Background: an optimization exercise with open tools, aiming at small area, a short achievable clock period and few clock cycles per item. Do not read the settings as production practice.

Setup of blue:
==> flow/design.v (excerpt) <==
module ex_muldiv_unit (
   input  logic        clk,
   input  logic        resetN,
   input  logic        startIn,
   input  logic [2:0]  func3,
   input  logic [31:0] reg1Value,
   input  logic [31:0] reg2Value,
   input  logic [4:0]  rd,
   input  logic        killIn,
   input  logic        stallIn,
   output logic        busyOut,
   output logic        doneOut,
   output logic [31:0] resultOut,
   output logic [4:0]  rdOut
);
   localparam logic [2:0] S_MUL = 3'd0, S_DIV = 3'd1, S_FIX = 3'd2, S_DPREP = 3'd3, S_MOVE = 3'd4;
   logic [2:0]  state;
   logic [2:0]  op;
   logic [32:0] M;       
   logic [33:0] B;       
   logic        sb;      
   logic [63:0] acc;     
   logic [1:0]  adj;     
   logic [4:0]  cnt;     
   logic [5:0]  bsel;    
   logic        negq, negr;
   assign resultOut = acc[31:0];
   function automatic logic [32:0] neg33(input logic [32:0] x);
      neg33[0] = x[0];
      for (int i = 1; i < 33; i++)
         neg33[i] = x[i] ^ (|(x & ((33'd1 << i) - 33'd1)));
   endfunction
   function automatic logic [4:0] tpos(input logic [31:0] x);
      logic [31:0] v;
      logic [4:0]  q [32];
      for (int i = 0; i < 32; i++) begin v[i] = x[i]; q[i] = 5'd0; end
      for (int l = 0; l < 5; l++)
         for (int g = 0; g < (16 >> l); g++) begin
            q[g] = v[2*g+1] ? (q[2*g+1] | 5'(1 << l)) : q[2*g];
            v[g] = v[2*g+1] | v[2*g];
         end
      tpos = q[0];
   endfunction
   function automatic logic [31:0] lowmask(input logic [31:0] x);
      logic [31:0] m;
      m = x;
      for (int k = 1; k < 32; k = k * 2) m = m | (m >> k);
      lowmask = m;
   endfunction
   function automatic logic [16:0] digflags(input logic [32:0] x);
      logic [34:0] w;
      w = {x[32], x, 1'b0};
      digflags = '0;
      for (int i = 1; i < 17; i++)
         digflags[i] = (w[2*i +: 3] != 3'b000) && (w[2*i +: 3] != 3'b111);
   endfunction
   function automatic logic [8:0] pairmask(input logic [32:0] x);
      logic [17:0] f;
      logic [8:0]  pf, pm;
      f = {1'b0, digflags(x)};
      f[0] = 1'b1;
      for (int p = 0; p < 9; p++) pf[p] = f[2*p] | f[2*p+1];
  ...
Size: roughly 4200 cells after synthesis, roughly 160 flip-flops, ~120 I/O pins, ~0.025 mm2 of cells after synthesis.
==> flow/config.mk <==
export PLATFORM = sky130hd
export DESIGN_NAME = ex_muldiv_unit
export DESIGN_NICKNAME = ex_muldiv_unit
export VERILOG_FILES = /design/flow/design.v
export SDC_FILE = /design/flow/constraint.sdc
export NUM_CORES = 4
export LEC_CHECK = 0
export ABC_AREA = 1
export CAP_MARGIN = 0
export CORE_MARGIN = 2
export CORE_UTILIZATION = 40
export GPL_TIMING_DRIVEN = 1
export PLACE_DENSITY = 0.6
export SETUP_SLACK_MARGIN = 1.95
export SLEW_MARGIN = 0
==> flow/constraint.sdc <==
create_clock -name core_clock -period 6.0 [get_ports {clk}]
set_input_delay 1.2000 -clock core_clock [delete_from_list [all_inputs] [get_ports {clk}]]
set_output_delay 1.2000 -clock core_clock [all_outputs]
set_load 0.01 [all_outputs]
standard.sh (not shown) runs the stock make flow with config.mk's settings and CLKGATE_MAP_FILE= SYNTH_SCRIPT=/design/flow/synth_recipe.tcl, a recipe that flattens the netlist after the stock synthesis.
==> flow/flow/run.sh <==
#!/bin/bash
# The standard layout, with buf_2 cells as the port buffers in place of the
# default pick. Make's full output goes to flow_make.log here; each ORFS step
# keeps its own log under orfs/logs.
set -euo pipefail
bash standard.sh 'BUFFER_PORTS_ARGS=-buffer_cell sky130_fd_sc_hd__buf_2' finish > flow_make.log 2>&1
blue: full flow OK, the timing, design-rule and antenna checks passed
## Diff of input files: green against blue
diff --git a/flow/design.v b/flow/design.v
--- a/flow/design.v
+++ b/flow/design.v
@@ -135,15 +135,14 @@
    logic [34:0] ppLo, ppHi;
    logic [38:0] lowSum;
    logic [26:0] up, upInc, upDec, upNext;
    logic [63:0] mulNext;
    logic [33:0] diff;
    logic        ge;
    logic [31:0] remNext, quoNext;
-   logic [32:0] negOut;
    always_comb begin
       {nHi, tHi, oHi, nLo, tLo, oLo} = bsel;
       ppLo    = (({35{tLo}} & {M[32], M, 1'b0}) | ({35{oLo}} & {{2{M[32]}}, M})) ^ {35{nLo}};
       ppHi    = (({35{tHi}} & {M[32], M, 1'b0}) | ({35{oHi}} & {{2{M[32]}}, M})) ^ {35{nHi}};
       lowSum  = {2'b00, acc[32:0], 1'b0, nHi, 1'b0, nLo}
               + {{2{ppHi[34]}}, ppHi, 2'b00} + {{4{ppLo[34]}}, ppLo};
       up      = acc[63:37];
@@ -153,15 +152,14 @@
       end
       upNext  = (adj == 2'b01) ? upInc : (adj == 2'b11) ? upDec : up;
       mulNext = {upNext[22:0], acc[36:33], lowSum[36:0]};
       diff    = {2'b00, M[31:0]} + B + {33'd0, ~sb};
       ge      = !diff[33];
       remNext = ge ? diff[31:0] : M[31:0];
       quoNext = {acc[30:0], ge};
-      negOut  = neg33({1'b0, acc[31:0]});
    end
    always_ff @(posedge clk) begin
       if (!resetN) begin
          busyOut <= 1'b0;
          doneOut <= 1'b0;
       end else if (killIn) begin
          busyOut <= 1'b0;
@@ -193,16 +191,15 @@
          case (state)
             S_MUL: begin
                acc  <= mulNext;
                adj  <= lowSum[38:37];
                cnt  <= cnt - 5'd1;
                bsel <= bdec(pairwin(B, cnt[3:0] - 4'd1));
                if (cnt == 5'd0) begin
-                  if (op[1:0] != 2'd0) acc[31:0] <= mulNext[63:32];
-                  if (op[1:0] == 2'd0 || lowSum[38:37] == 2'b00) begin
+                  if (op[1:0] == 2'd0) begin
                      busyOut <= 1'b0;
                      doneOut <= 1'b1;
                   end else begin
                      state <= S_MOVE;
                   end
                end
             end
@@ -210,15 +207,18 @@
                M[31:0]   <= remNext;
                acc[31:0] <= quoNext;
                B         <= {B[33], B[33:1]};
                cnt       <= cnt - 5'd1;
                if (cnt == 5'd0) begin
                   if (op[1]) acc[31:0] <= remNext;
                   if (op[1] ? negr : negq) begin
-                     state <= S_FIX;
+                     state     <= S_FIX;
+                     acc[31:0] <= '0;
+                     bsel      <= 6'b000101;
+                     if (!op[1]) M[31:0] <= quoNext;
                   end else begin
                      busyOut <= 1'b0;
                      doneOut <= 1'b1;
                   end
                end
             end
             S_DPREP: begin
@@ -230,13 +230,13 @@
                busyOut   <= 1'b0;
                doneOut   <= 1'b1;
                acc[31:0] <= {upNext, acc[36:32]};
             end
             default: begin  
                busyOut   <= 1'b0;
                doneOut   <= 1'b1;
-               acc[31:0] <= negOut[31:0];
+               acc[31:0] <= lowSum[31:0];
             end
          endcase
       end
    end
 endmodule
### Flow results
Sort green and blue by routed wire length, ascending, and green comes first.
In terms of shortest period the worst path allows, blue and green differ only marginally.
Compared to blue, green has worst hold slack 0.070 ns higher.
Post-synthesis xor/xnor area fraction for green: 0.48 points down relative to blue
Going from blue to green, met1 usage grows by 3.5 points.
No functional check of the RTL was part of any run of this note.

re-timing with driven ports:
The results above use ideal ports. As a check the final layouts listed here were re-extracted and re-timed, cells and wires unchanged. Step 1 assumes that a clkbuf_16 drives the clock port and a buf_2 every other input. Step 2 moves the port delays by t, midway between the first and last clock arrival at a register: inputs arrive t later, outputs are due t later. That takes back most of the time a late clock gives input paths. a / b / c = no drivers / after step 1 / after step 2; a / b = the first two.
run	t (ns)	slack for setup (ns)	worst setup path after step 2	latest minus earliest clock arrival (ns)
blue	0.566	1.927 / 1.927 / 1.481	input to register	0.029 / 0.029
green	0.567	1.930 / 1.930 / 1.450	input to register	0.019 / 0.019
After both steps setup and hold are still met in every run listed. The setup slack of green, which loses most, moves by 0.000 ns with the drivers and by -0.480 ns with both steps.
